This design comes from an exercise in tuning for small area, a short achievable clock period and few clock cycles on the open sky130 flow, not from production work.
At most, simulation tests tie the RTL to the original design; equivalence was not proved.
Power and IR drop assume default switching activity.

==> flow/design.v (excerpt) <==
module access_rights_table_unit
#(
  parameter int unsigned ENTRIES      = art_pkg::ENTRIES_DEF,
  parameter int unsigned MAX_SUBJECTS = art_pkg::MAX_SUBJECTS_DEF,
  parameter int unsigned MAX_OBJECTS  = art_pkg::MAX_OBJECTS_DEF
) (
  input  logic             clk_i,
  input  logic             rst_ni,
  input  logic             cfg_we_i,
  input  logic             cfg_idx_i,
  input  logic [art_pkg::CFG_W-1:0] cfg_data_i,
  input  logic             s_axis_tvalid,
  output logic             s_axis_tready,
  input  logic [15:0]      s_axis_tdata,   
  output logic             m_axis_tvalid,
  input  logic             m_axis_tready,
  output logic [31:0]      m_axis_tdata,   
  output logic             m_axis_tlast
);
  localparam int N = 64;
  logic        hv_q, sv_q;           
  logic [12:0] sc_q;                 
  logic [12:3] hc_q;                 
  logic        push, pop, load;
  assign s_axis_tready = !sv_q;
  assign push = s_axis_tvalid && !sv_q;
  assign load = pop || (push && !hv_q);
  logic [3:0] cs, co;
  logic [1:0] cm;
  assign cs   = hc_q[6:3];
  assign co   = hc_q[10:7];
  assign cm   = hc_q[12:11];
  logic m_add, m_rem, m_new, m_del, m_occ, m_list;
  logic [12:0] nh;
  logic [3:0]  hi_d;
  always_comb begin
    nh = sv_q ? sc_q : s_axis_tdata[12:0];
    if (nh[2:0] == art_pkg::MODE_OCC) nh[6:3] = hi_d;
  end
  logic [3:0] subj_q [0:N-1];
  logic [3:0] obj_q  [0:N-1];
  logic [1:0] rts_q  [0:N-1];
  logic [6:0] count_q;
  logic [3:0] hi_q;                  
  logic [15:0] gone_q;
  logic [15:0] below_q;              
  logic [4:0] added_q, init_q;
  logic [4:0] objc_q;                
  logic       dany_q;                
  logic [6:0] ptr_q;                 
  logic        o0v_q, o0l_q;
  logic [23:0] o0d_q;
  logic ofree, step;
  assign ofree = !o0v_q || m_axis_tready;
  assign step = hv_q && ofree;
  logic use_s, use_o;
  assign use_s = !m_list;
  ...
Size: ~760 flip-flops, about 43000 sq um of cells after synthesis.
clock: 8.0 ns
lec_check: 0
cap_margin: 20
core_margin: 2
core_utilization: 40
cts_cluster_diameter: 80
cts_cluster_size: 30
place_density: 0.6
setup_slack_margin: 3.3
slew_margin: 20
run.sh (not shown) runs the stock make flow with config.mk's settings and CLKGATE_MAP_FILE= SYNTH_SCRIPT=/design/flow/synth_recipe.tcl, a recipe that flattens the netlist after the stock synthesis.
Testbench counts at the start, summed over its fixed seeds: cycles 7,924.
Change:
--- a/flow/design.v
+++ b/flow/design.v
@@ -89,13 +89,13 @@
   assign use_o = m_add || m_rem || m_list;
   logic [N-1:0] valid, p;
   always_comb begin
     for (int i = 0; i < N; i++) begin
       valid[i] = (rts_q[i] != 2'b00);
       p[i] = valid[i] && (!use_s || subj_q[i] == cs) && (!use_o || obj_q[i] == co) &&
-             (ptr_q[6] || (6'(i) < ptr_q[5:0]));
+             (!m_list || ptr_q[6] || (6'(i) < ptr_q[5:0]));
     end
   end
   logic [7:0] g_any, g_mul;
   logic [2:0] g_idx [0:7];
   logic [3:0] g_sub [0:7];
   always_comb
@@ -171,13 +171,13 @@
   assign shift = step && m_add && sub_ok && (cm != 2'b00) && !tfull_tab;
   assign ins = shift && !any_p;
   logic occ_done, emit, done, last;
   assign occ_done = any_p || (count_q == 7'd0);
   always_comb begin
     emit = 1'b1; done = 1'b1; last = 1'b1;
-    if (m_del && any_p) begin emit = 1'b0; done = 1'b0; end
+    if (m_del && multi) begin emit = 1'b0; done = 1'b0; end
     if (m_occ && !occ_done) begin emit = 1'b0; done = 1'b0; end
     if (m_list && multi) begin done = 1'b0; last = 1'b0; end
   end
   assign pop = step && done;
   logic [4:0] rows;
   assign rows = (count_q == 7'd0) ? 5'd0 : {1'b0, cs} + 5'd1;
@@ -198,13 +198,13 @@
     end
     if (m_rem && any_p) st = art_pkg::ST_DONE;
     if (m_new) begin
       if (tfull) begin st = art_pkg::ST_FULL; so = 5'd16; end
       else begin st = art_pkg::ST_DONE; so = total + 5'd1; end
     end
-    if (m_del && dany_q) st = art_pkg::ST_DONE;
+    if (m_del && (any_p || dany_q)) st = art_pkg::ST_DONE;
     if (m_occ) st = art_pkg::ST_DONE;
     if (m_list && any_p) begin st = art_pkg::ST_DONE; so = {1'b0, hsubj}; end
   end
   logic [8:0] cells;
   assign cells = 9'(rows * objc_q);
   logic [23:0] res;
@@ -225,25 +225,25 @@
       for (int i = 0; i < N; i++) rts_q[i] <= 2'b00;
     end else begin
       for (int i = 0; i < N; i++) begin
         if (shift && sh[i]) begin
           if (i == 0) rts_q[i] <= any_p ? 2'b00 : cm;
           else rts_q[i] <= rts_q[(i == 0) ? 0 : i-1] | (p[(i == 0) ? 0 : i-1] ? cm : 2'b00);
-        end else if (step && (((m_add || m_rem) && p[i]) || (m_del && !ptr_q[6] && ptr_q[5:0] == 6'(i))))
+        end else if (step && (((m_add || m_rem) && p[i]) || (m_del && p[i] && hidx == 6'(i))))
           rts_q[i] <= (rts_q[i] | rorm) & randm;
       end
     end
   end
   logic [4:0]  init_d, added_d;
   logic [15:0] gone_d, below_d;
   logic [5:0]  tot_d;
   always_comb begin
     init_d = (cfg_we_i && cfg_idx_i == art_pkg::CFG_INIT_SUBJ) ? cfg_data_i : init_q;
     added_d = (step && m_new && !tfull) ? added_q + 5'd1 : added_q;
     gone_d = gone_q;
-    if (step && m_del && !any_p && dany_q) gone_d[cs] = 1'b1;
+    if (step && m_del && !multi && (any_p || dany_q)) gone_d[cs] = 1'b1;
     tot_d = {1'b0, init_d} + {1'b0, added_d};
     for (int k = 0; k < 16; k++) below_d[k] = (6'(k) < tot_d);
   end
   always_ff @(posedge clk_i) begin
     if (ofree) begin
       o0d_q <= res;
@@ -282,17 +282,17 @@
         else hv_q <= push;
       end else if (push) begin
         if (!hv_q) hv_q <= 1'b1;
         else sv_q <= 1'b1;
       end
       if (step) begin
-        ptr_q <= (done || m_occ) ? 7'd64 : {1'b0, hidx};
+        ptr_q <= done ? 7'd64 : {1'b0, hidx};
         dany_q <= done ? 1'b0 : (dany_q || (m_del && any_p));
       end
       if (ins) count_q <= count_q + 7'd1;
-      else if (step && ((m_rem && any_p && remz) || (m_del && !ptr_q[6])))
+      else if (step && ((m_rem && any_p && remz) || (m_del && any_p)))
         count_q <= count_q - 7'd1;
       hi_q <= hi_d;
       if (ofree) o0v_q <= step && emit;
     end
   end
   logic       o_occ;
Wire length is higher by 15%.
Non-clock buffer count is higher by 103.
Design area is higher by 7.8%.
First-iteration DRC count is higher by 25%.
Sequential power is higher by about 3%.
Clock skew is lower by 0.0032 ns.
Combinational power is higher by 120%.
Register-to-register slack is worse by 0.07 ns.
Synthesized cell count is higher by 2.7%.
Utilization is higher by 2.1 points.
Only the layout flow was run in the second run of this note; the RTL was not checked for function there.

---

access_rights_table_unit, a different RTL version from the one above (not shown whole).
Size in the first run: roughly 3900 cells after synthesis, roughly 62 I/O pins, ~0.043 mm² of cells after synthesis.
export LEC_CHECK = 0
export CAP_MARGIN = 20
export CORE_MARGIN = 2
export CORE_UTILIZATION = 40
export CTS_CLUSTER_DIAMETER = 80
export CTS_CLUSTER_SIZE = 30
export PLACE_DENSITY = 0.6
export SETUP_SLACK_MARGIN = 3.3
export SLEW_MARGIN = 20
create_clock -name core_clock -period 8.0 [get_ports {clk_i}]
Testbench counts at the start, summed over its fixed seeds: cycles 7,924.
Edit:
--- a/flow/design.v
+++ b/flow/design.v
@@ -80,19 +80,17 @@
   logic [4:0] objc_q;                
   logic       dany_q;                
   logic [6:0] ptr_q;                 
   logic        o0v_q, o0l_q;
   logic [23:0] o0d_q;
   logic ofree, step;
   assign ofree = !o0v_q || m_axis_tready;
   assign step = hv_q && ofree;
-  logic use_s, use_o;
-  assign use_s = !m_list;
-  assign use_o = m_add || m_rem || m_list;
+  logic use_s, use_o;                
   logic [N-1:0] valid, p;
   always_comb begin
     for (int i = 0; i < N; i++) begin
       valid[i] = (rts_q[i] != 2'b00);
       p[i] = valid[i] && (!use_s || subj_q[i] == cs) && (!use_o || obj_q[i] == co) &&
              (ptr_q[6] || (6'(i) < ptr_q[5:0]));
     end
   end
@@ -255,16 +253,17 @@
       o0l_q <= last;
     end
     if (!sv_q) sc_q <= s_axis_tdata[12:0];
   end
   always_ff @(posedge clk_i or negedge rst_ni) begin
     if (!rst_ni) begin
       hv_q <= 1'b0; sv_q <= 1'b0; hc_q <= '0;
       m_add <= 1'b0; m_rem <= 1'b0; m_new <= 1'b0; m_del <= 1'b0; m_occ <= 1'b0; m_list <= 1'b0;
+      use_s <= 1'b0; use_o <= 1'b0;
       count_q <= '0; cinc_q <= 1'b0; cdec_q <= 1'b0; hi_q <= '0; gone_q <= '0; added_q <= '0;
       init_q <= 5'd2; objc_q <= 5'd2; below_q <= 16'h0003;
       ptr_q <= 7'd64; dany_q <= 1'b0;
       o0v_q <= 1'b0;
     end else begin
       if (cfg_we_i && cfg_idx_i == art_pkg::CFG_OBJ_CNT)
         objc_q <= (cfg_data_i > 5'd16) ? 5'd16 : cfg_data_i;
       init_q <= init_d;
@@ -274,16 +273,19 @@
       if (load) begin
         hc_q <= nh[12:3];
         m_add  <= (nh[2:0] == art_pkg::MODE_ADD);
         m_rem  <= (nh[2:0] == art_pkg::MODE_REM);
         m_new  <= (nh[2:0] == art_pkg::MODE_NEW);
         m_del  <= (nh[2:0] == art_pkg::MODE_DEL);
         m_occ  <= (nh[2:0] == art_pkg::MODE_OCC);
         m_list <= (nh[2:0] == art_pkg::MODE_LIST);
+        use_s  <= (nh[2:0] != art_pkg::MODE_LIST);
+        use_o  <= (nh[2:0] == art_pkg::MODE_ADD) || (nh[2:0] == art_pkg::MODE_REM) ||
+                  (nh[2:0] == art_pkg::MODE_LIST);
       end else if (step && m_occ && !occ_done) begin
         hc_q[6:3] <= hc_q[6:3] - 4'd1;
       end
       if (pop) begin
         if (sv_q) sv_q <= push;
         else hv_q <= push;
       end else if (push) begin
         if (!hv_q) hv_q <= 1'b1;
The changed run completed without violations.
Global-route usage came out higher by 0.63 points.
Clock-buffer cell count is lower by 1.
Routed wire length is higher by a few percent.
Hold slack stays flat.
Maximum frequency goes down slightly.
Setup slack loses 0.017 ns.
Cell count came out lower slightly.
Critical path depth fell by 1.
Cell area drops slightly.
Non-clock buffer count went down by 23.
Synthesized cell count goes up slightly.
Die area stays flat.
Via count climbs slightly.
The RTL of the second run of this note was laid out without a check of its function.

---

The RTL this note starts from:
==> flow/design.v <==
package art_pkg;
  localparam int unsigned ENTRIES_DEF      = 64;
  localparam int unsigned MAX_SUBJECTS_DEF = 16;
  localparam int unsigned MAX_OBJECTS_DEF  = 16;
  localparam int unsigned CFG_W = 5;
  localparam int unsigned LIST_MAX = 16;
  localparam logic [2:0] MODE_ADD  = 3'd0;
  localparam logic [2:0] MODE_REM  = 3'd1;
  localparam logic [2:0] MODE_NEW  = 3'd2;
  localparam logic [2:0] MODE_DEL  = 3'd3;
  localparam logic [2:0] MODE_OCC  = 3'd4;
  localparam logic [2:0] MODE_LIST = 3'd5;
  localparam logic [1:0] ST_DONE = 2'd0;
  localparam logic [1:0] ST_NEW  = 2'd1;
  localparam logic [1:0] ST_NONE = 2'd2;
  localparam logic [1:0] ST_FULL = 2'd3;
  localparam logic CFG_INIT_SUBJ = 1'b0;
  localparam logic CFG_OBJ_CNT   = 1'b1;
  localparam logic [1:0] RIGHTS_RW = 2'b11;
  typedef struct packed {
    logic start;     
    logic scan;      
    logic append;    
    logic finish;    
    logic emit;      
  } art_cmd_t;
  typedef struct packed {
    logic scan_done;   
    logic list_left;   
  } art_sts_t;
endpackage
module access_rights_table_unit
#(
  parameter int unsigned ENTRIES      = art_pkg::ENTRIES_DEF,
  parameter int unsigned MAX_SUBJECTS = art_pkg::MAX_SUBJECTS_DEF,
  parameter int unsigned MAX_OBJECTS  = art_pkg::MAX_OBJECTS_DEF
) (
  input  logic             clk_i,
  input  logic             rst_ni,
  input  logic             cfg_we_i,
  input  logic             cfg_idx_i,
  input  logic [art_pkg::CFG_W-1:0] cfg_data_i,
  input  logic             s_axis_tvalid,
  output logic             s_axis_tready,
  input  logic [15:0]      s_axis_tdata,   
  output logic             m_axis_tvalid,
  input  logic             m_axis_tready,
  output logic [31:0]      m_axis_tdata,   
  output logic             m_axis_tlast
);
  localparam int N = 64;
  logic        hv_q, sv_q;           
  logic [12:0] sc_q;                 
  logic [12:3] hc_q;                 
  logic        push, pop, load;
  assign s_axis_tready = !sv_q;
  assign push = s_axis_tvalid && !sv_q;
  assign load = pop || (push && !hv_q);
  logic [3:0] cs, co;
  logic [1:0] cm;
  assign cs   = hc_q[6:3];
  assign co   = hc_q[10:7];
  assign cm   = hc_q[12:11];
  logic m_add, m_rem, m_new, m_del, m_occ, m_list;
  logic [12:0] nh;
  logic [3:0]  hi_d, hi_l;
  always_comb begin
    nh = sv_q ? sc_q : s_axis_tdata[12:0];
    if (nh[2:0] == art_pkg::MODE_OCC) nh[6:3] = hi_l;
  end
  logic [3:0] subj_q [0:N-1];
  logic [3:0] obj_q  [0:N-1];
  logic [1:0] rts_q  [0:N-1];
  logic [6:0] count_q;               
  logic       cinc_q, cdec_q;        
  logic [3:0] hi_q;                  
  logic [15:0] gone_q;
  logic [15:0] below_q;              
  logic [4:0] added_q, init_q;
  logic [4:0] objc_q;                
  logic       dany_q;                
  logic [6:0] ptr_q;                 
  logic        o0v_q, o0l_q;
  logic [23:0] o0d_q;
  logic ofree, step;
  assign ofree = !o0v_q || m_axis_tready;
  assign step = hv_q && ofree;
  logic use_s, use_o;                
  logic [N-1:0] valid, p;
  always_comb begin
    for (int i = 0; i < N; i++) begin
      valid[i] = (rts_q[i] != 2'b00);
      p[i] = valid[i] && (!use_s || subj_q[i] == cs) && (!use_o || obj_q[i] == co) &&
             (ptr_q[6] || (6'(i) < ptr_q[5:0]));
    end
  end
  logic [7:0] g_any, g_mul;
  logic [2:0] g_idx [0:7];
  logic [3:0] g_sub [0:7];
  always_comb
    for (int g = 0; g < 8; g++) begin
      logic [7:0] pg, hot;
      pg = p[8*g +: 8];
      for (int j = 0; j < 8; j++) hot[j] = pg[j] && !(|(pg >> (j + 1)));
      g_any[g] = |pg;
      g_mul[g] = 1'b0;
      for (int j = 0; j < 8; j++)
        for (int k = j + 1; k < 8; k++) g_mul[g] = g_mul[g] | (pg[j] & pg[k]);
      g_idx[g] = '0;
      g_sub[g] = '0;
      for (int j = 0; j < 8; j++) begin
        g_idx[g] = g_idx[g] | (hot[j] ? 3'(j) : 3'd0);
        g_sub[g] = g_sub[g] | (hot[j] ? subj_q[8*g+j] : 4'd0);
      end
    end
  logic       any_p, multi;
  logic [5:0] hidx;
  logic [3:0] hsubj;
  always_comb begin
    logic [7:0] ghot;
    logic       two;
    for (int g = 0; g < 8; g++) ghot[g] = g_any[g] && !(|(g_any >> (g + 1)));
    any_p = |g_any;
    two = 1'b0;
    for (int g = 0; g < 8; g++)
      for (int k = g + 1; k < 8; k++) two = two | (g_any[g] & g_any[k]);
    multi = two || (|g_mul);
    hidx = '0;
    hsubj = '0;
    for (int g = 0; g < 8; g++) begin
      hidx = hidx | (ghot[g] ? {3'(g), g_idx[g]} : 6'd0);
      hsubj = hsubj | (ghot[g] ? g_sub[g] : 4'd0);
    end
  end
  logic remz;
  always_comb begin
    remz = 1'b0;
    for (int i = 0; i < N; i++)
      remz = remz | (p[i] && ((rts_q[i] & ~cm) == 2'b00));
  end
  logic [N-1:0] sh;
  logic [7:0]   gall, gpre;
  always_comb begin
    for (int g = 0; g < 8; g++) gall[g] = &valid[8*g +: 8];
    gpre[0] = 1'b1;
    for (int g = 1; g < 8; g++) gpre[g] = gpre[g-1] & gall[g-1];
    for (int i = 0; i < N; i++) begin
      sh[i] = gpre[i / 8];
      for (int j = 8 * (i / 8); j < i; j++) sh[i] = sh[i] & valid[j];
    end
  end
  logic [5:0] tot_raw;
  logic       tfull;
  logic [4:0] total;
  assign tot_raw = {1'b0, init_q} + {1'b0, added_q};
  assign tfull = (tot_raw >= 6'd16);
  assign total = tfull ? 5'd16 : tot_raw[4:0];
  logic sub_ok, tfull_tab, shift, ins;
  assign sub_ok = below_q[cs] && !gone_q[cs];
  assign tfull_tab = gpre[7] && gall[7];
  assign shift = step && m_add && sub_ok && (cm != 2'b00) && !tfull_tab;
  assign ins = shift && !any_p;
  logic occ_done, emit, done, last;
  logic empty;
  assign empty = !(|valid);
  assign occ_done = any_p || empty;
  always_comb begin
    emit = 1'b1; done = 1'b1; last = 1'b1;
    if (m_del && any_p) begin emit = 1'b0; done = 1'b0; end
    if (m_occ && !occ_done) begin emit = 1'b0; done = 1'b0; end
    if (m_list && multi) begin done = 1'b0; last = 1'b0; end
  end
  assign pop = step && done;
  logic [4:0] rows;
  assign rows = empty ? 5'd0 : {1'b0, cs} + 5'd1;
  logic [6:0] count;
  assign count = cinc_q ? count_q + 7'd1 : (cdec_q ? count_q - 7'd1 : count_q);
  assign hi_l = (shift && cs > hi_q) ? cs : hi_q;
  assign hi_d = (step && m_occ && !occ_done) ? cs - 4'd1 : hi_l;
  logic [1:0] st;
  logic [4:0] so;
  always_comb begin
    st = art_pkg::ST_NONE;
    so = '0;
    if (m_add) begin
      if (any_p) st = art_pkg::ST_DONE;
      else if (sub_ok) begin
        if (cm == 2'b00) st = art_pkg::ST_DONE;
        else if (tfull_tab) st = art_pkg::ST_FULL;
        else st = art_pkg::ST_NEW;
      end
    end
    if (m_rem && any_p) st = art_pkg::ST_DONE;
    if (m_new) begin
      if (tfull) begin st = art_pkg::ST_FULL; so = 5'd16; end
      else begin st = art_pkg::ST_DONE; so = total + 5'd1; end
    end
    if (m_del && dany_q) st = art_pkg::ST_DONE;
    if (m_occ) st = art_pkg::ST_DONE;
    if (m_list && any_p) begin st = art_pkg::ST_DONE; so = {1'b0, hsubj}; end
  end
  logic [8:0] cells;
  assign cells = empty ? 9'd0 : 9'(cs * objc_q) + 9'(objc_q);
  logic [23:0] res;
  assign res = {m_occ, m_occ ? count : 7'd0, m_occ ? cells : 9'd0, m_occ ? rows : so, st};
  logic [1:0] rorm, randm;
  assign rorm  = m_add ? cm : 2'b00;
  assign randm = m_rem ? ~cm : (m_add ? 2'b11 : 2'b00);
  always_ff @(posedge clk_i) begin
    for (int i = 0; i < N; i++) begin
      if (shift && sh[i]) begin
        subj_q[i] <= (i == 0) ? cs : subj_q[(i == 0) ? 0 : i-1];
        obj_q[i]  <= (i == 0) ? co : obj_q[(i == 0) ? 0 : i-1];
      end
    end
  end
  always_ff @(posedge clk_i or negedge rst_ni) begin
    if (!rst_ni) begin
      for (int i = 0; i < N; i++) rts_q[i] <= 2'b00;
    end else begin
      for (int i = 0; i < N; i++) begin
        if (shift && sh[i]) begin
          if (i == 0) rts_q[i] <= any_p ? 2'b00 : cm;
          else rts_q[i] <= rts_q[(i == 0) ? 0 : i-1] | (p[(i == 0) ? 0 : i-1] ? cm : 2'b00);
        end else if (step && (((m_add || m_rem) && p[i]) || (m_del && !ptr_q[6] && ptr_q[5:0] == 6'(i))))
          rts_q[i] <= (rts_q[i] | rorm) & randm;
      end
    end
  end
  logic [4:0]  init_d, added_d;
  logic [15:0] gone_d, below_d;
  logic [5:0]  tot_d;
  always_comb begin
    init_d = (cfg_we_i && cfg_idx_i == art_pkg::CFG_INIT_SUBJ) ? cfg_data_i : init_q;
    added_d = (step && m_new && !tfull) ? added_q + 5'd1 : added_q;
    gone_d = gone_q;
    if (step && m_del && !any_p && dany_q) gone_d[cs] = 1'b1;
    tot_d = {1'b0, init_d} + {1'b0, added_d};
    for (int k = 0; k < 16; k++) below_d[k] = (6'(k) < tot_d);
  end
  always_ff @(posedge clk_i) begin
    if (ofree) begin
      o0d_q <= res;
      o0l_q <= last;
    end
    if (!sv_q) sc_q <= s_axis_tdata[12:0];
  end
  always_ff @(posedge clk_i or negedge rst_ni) begin
    if (!rst_ni) begin
      hv_q <= 1'b0; sv_q <= 1'b0; hc_q <= '0;
      m_add <= 1'b0; m_rem <= 1'b0; m_new <= 1'b0; m_del <= 1'b0; m_occ <= 1'b0; m_list <= 1'b0;
      use_s <= 1'b0; use_o <= 1'b0;
      count_q <= '0; cinc_q <= 1'b0; cdec_q <= 1'b0; hi_q <= '0; gone_q <= '0; added_q <= '0;
      init_q <= 5'd2; objc_q <= 5'd2; below_q <= 16'h0003;
      ptr_q <= 7'd64; dany_q <= 1'b0;
      o0v_q <= 1'b0;
    end else begin
      if (cfg_we_i && cfg_idx_i == art_pkg::CFG_OBJ_CNT)
        objc_q <= (cfg_data_i > 5'd16) ? 5'd16 : cfg_data_i;
      init_q <= init_d;
      added_q <= added_d;
      gone_q <= gone_d;
      below_q <= below_d;
      if (load) begin
        hc_q <= nh[12:3];
        m_add  <= (nh[2:0] == art_pkg::MODE_ADD);
        m_rem  <= (nh[2:0] == art_pkg::MODE_REM);
        m_new  <= (nh[2:0] == art_pkg::MODE_NEW);
        m_del  <= (nh[2:0] == art_pkg::MODE_DEL);
        m_occ  <= (nh[2:0] == art_pkg::MODE_OCC);
        m_list <= (nh[2:0] == art_pkg::MODE_LIST);
        use_s  <= (nh[2:0] != art_pkg::MODE_LIST);
        use_o  <= (nh[2:0] == art_pkg::MODE_ADD) || (nh[2:0] == art_pkg::MODE_REM) ||
                  (nh[2:0] == art_pkg::MODE_LIST);
      end else if (step && m_occ && !occ_done) begin
        hc_q[6:3] <= hc_q[6:3] - 4'd1;
      end
      if (pop) begin
        if (sv_q) sv_q <= push;
        else hv_q <= push;
      end else if (push) begin
        if (!hv_q) hv_q <= 1'b1;
        else sv_q <= 1'b1;
      end
      if (step) begin
        ptr_q <= (done || m_occ) ? 7'd64 : {1'b0, hidx};
        dany_q <= done ? 1'b0 : (dany_q || (m_del && any_p));
      end
      count_q <= count;
      cinc_q <= ins;
      cdec_q <= step && ((m_rem && any_p && remz) || (m_del && !ptr_q[6]));
      hi_q <= hi_d;
      if (ofree) o0v_q <= step && emit;
    end
  end
  logic       o_occ;
  logic [4:0] o_x;
  assign o_occ = o0d_q[23];
  assign o_x = o0d_q[6:2];
  assign m_axis_tvalid = o0v_q;
  assign m_axis_tdata  = {4'b0, o0d_q[22:7], o_occ ? o_x : 5'd0,
                          o_occ ? 5'd0 : o_x, o0d_q[1:0]};
  assign m_axis_tlast  = o0l_q;
endmodule
clock: 8.0 ns
lec_check: 0
cap_margin: 20
core_margin: 2
core_utilization: 40
cts_cluster_diameter: 80
cts_cluster_size: 30
place_density: 0.6
setup_slack_margin: 3.3
slew_margin: 20
Rerun with:
--- a/flow/design.v
+++ b/flow/design.v
@@ -64,8 +64,8 @@
   logic m_add, m_rem, m_new, m_del, m_occ, m_list;
   logic [12:0] nh;
-  logic [3:0]  hi_d, hi_l;
+  logic [3:0]  hi_d;
   always_comb begin
     nh = sv_q ? sc_q : s_axis_tdata[12:0];
-    if (nh[2:0] == art_pkg::MODE_OCC) nh[6:3] = hi_l;
+    if (nh[2:0] == art_pkg::MODE_OCC) nh[6:3] = hi_d;
   end
   logic [3:0] subj_q [0:N-1];
@@ -86,5 +86,7 @@
   assign ofree = !o0v_q || m_axis_tready;
   assign step = hv_q && ofree;
-  logic use_s, use_o;                
+  logic use_s, use_o;
+  assign use_s = !m_list;
+  assign use_o = m_add || m_rem || m_list;
   logic [N-1:0] valid, p;
   always_comb begin
@@ -101,6 +103,11 @@
     for (int g = 0; g < 8; g++) begin
       logic [7:0] pg, hot;
+      logic       seen;
       pg = p[8*g +: 8];
-      for (int j = 0; j < 8; j++) hot[j] = pg[j] && !(|(pg >> (j + 1)));
+      seen = 1'b0;
+      for (int j = 7; j >= 0; j--) begin
+        hot[j] = pg[j] && !seen;
+        seen = seen || pg[j];
+      end
       g_any[g] = |pg;
       g_mul[g] = 1'b0;
@@ -119,6 +126,10 @@
   always_comb begin
     logic [7:0] ghot;
-    logic       two;
-    for (int g = 0; g < 8; g++) ghot[g] = g_any[g] && !(|(g_any >> (g + 1)));
+    logic       seen, two;
+    seen = 1'b0;
+    for (int g = 7; g >= 0; g--) begin
+      ghot[g] = g_any[g] && !seen;
+      seen = seen || g_any[g];
+    end
     any_p = |g_any;
     two = 1'b0;
@@ -176,6 +187,6 @@
   logic [6:0] count;
   assign count = cinc_q ? count_q + 7'd1 : (cdec_q ? count_q - 7'd1 : count_q);
-  assign hi_l = (shift && cs > hi_q) ? cs : hi_q;
-  assign hi_d = (step && m_occ && !occ_done) ? cs - 4'd1 : hi_l;
+  assign hi_d = (ins && cs > hi_q) ? cs :
+                (step && m_occ && !occ_done) ? cs - 4'd1 : hi_q;
   logic [1:0] st;
   logic [4:0] so;
@@ -201,5 +212,5 @@
   end
   logic [8:0] cells;
-  assign cells = empty ? 9'd0 : 9'(cs * objc_q) + 9'(objc_q);
+  assign cells = 9'(rows * objc_q);
   logic [23:0] res;
   assign res = {m_occ, m_occ ? count : 7'd0, m_occ ? cells : 9'd0, m_occ ? rows : so, st};
@@ -250,5 +261,4 @@
       hv_q <= 1'b0; sv_q <= 1'b0; hc_q <= '0;
       m_add <= 1'b0; m_rem <= 1'b0; m_new <= 1'b0; m_del <= 1'b0; m_occ <= 1'b0; m_list <= 1'b0;
-      use_s <= 1'b0; use_o <= 1'b0;
       count_q <= '0; cinc_q <= 1'b0; cdec_q <= 1'b0; hi_q <= '0; gone_q <= '0; added_q <= '0;
       init_q <= 5'd2; objc_q <= 5'd2; below_q <= 16'h0003;
@@ -270,7 +280,4 @@
         m_occ  <= (nh[2:0] == art_pkg::MODE_OCC);
         m_list <= (nh[2:0] == art_pkg::MODE_LIST);
-        use_s  <= (nh[2:0] != art_pkg::MODE_LIST);
-        use_o  <= (nh[2:0] == art_pkg::MODE_ADD) || (nh[2:0] == art_pkg::MODE_REM) ||
-                  (nh[2:0] == art_pkg::MODE_LIST);
       end else if (step && m_occ && !occ_done) begin
         hc_q[6:3] <= hc_q[6:3] - 4'd1;
The new run ran to the end with no violations.
Non-clock buffer count goes up by 33.
First-iteration DRC count goes down by 0.59%.
Core utilization goes up by 0.43 points.
Wire length goes down by about 0.9%.
Worst setup slack got worse by 0.019 ns.
Combinational power goes down by about 5%.
No functional check of the RTL was part of any run of this note.

[what the ideal ports hide]
The flow's constraints put no driver on any port. The routed layouts listed below were extracted and timed again, unchanged, in two steps.
Step 1 (the two cells are an assumption about what drives the block):
set clk [get_ports {clk_i}]
set_driving_cell -lib_cell sky130_fd_sc_hd__clkbuf_16 $clk
set_driving_cell -lib_cell sky130_fd_sc_hd__buf_2 [delete_from_list [all_inputs] $clk]
Step 2 also shifts input and output timing later by t, the mid clock arrival at the registers, as if the neighbouring blocks saw the same clock.
a / b / c = ideal / step 1 / step 2; a / b = the first two.
run | shift t [ns] | setup WS [ns] | worst setup path at the end | clock arrival spread, ns | worst register clock-pin slew, ns
the first run of note 1 | 0.736 | 3.239 / 3.239 / 2.819 | input to register | 0.049 / 0.049 | 0.12 / 0.12
the second run of note 1 | 0.748 | 3.168 / 3.168 / 2.732 | input to register | 0.043 / 0.043 | 0.12 / 0.12
the first run of note 2 | 0.754 | 3.282 / 3.282 / 2.707 | input to register | 0.054 / 0.054 | 0.12 / 0.12
the second run of note 2 | 0.746 | 3.265 / 3.265 / 2.774 | input to register | 0.051 / 0.051 | 0.12 / 0.12
the first run of note 3 | 0.715 | 3.189 / 3.189 / 2.761 | input to register | 0.051 / 0.050 | 0.12 / 0.12
the second run of note 3 | 0.719 | 3.170 / 3.170 / 2.708 | input to register | 0.046 / 0.046 | 0.12 / 0.12
After both steps setup and hold are still met in every run listed. The setup slack of the first run of note 2, which loses most, moves by 0.000 ns with the drivers and by -0.575 ns with both steps.
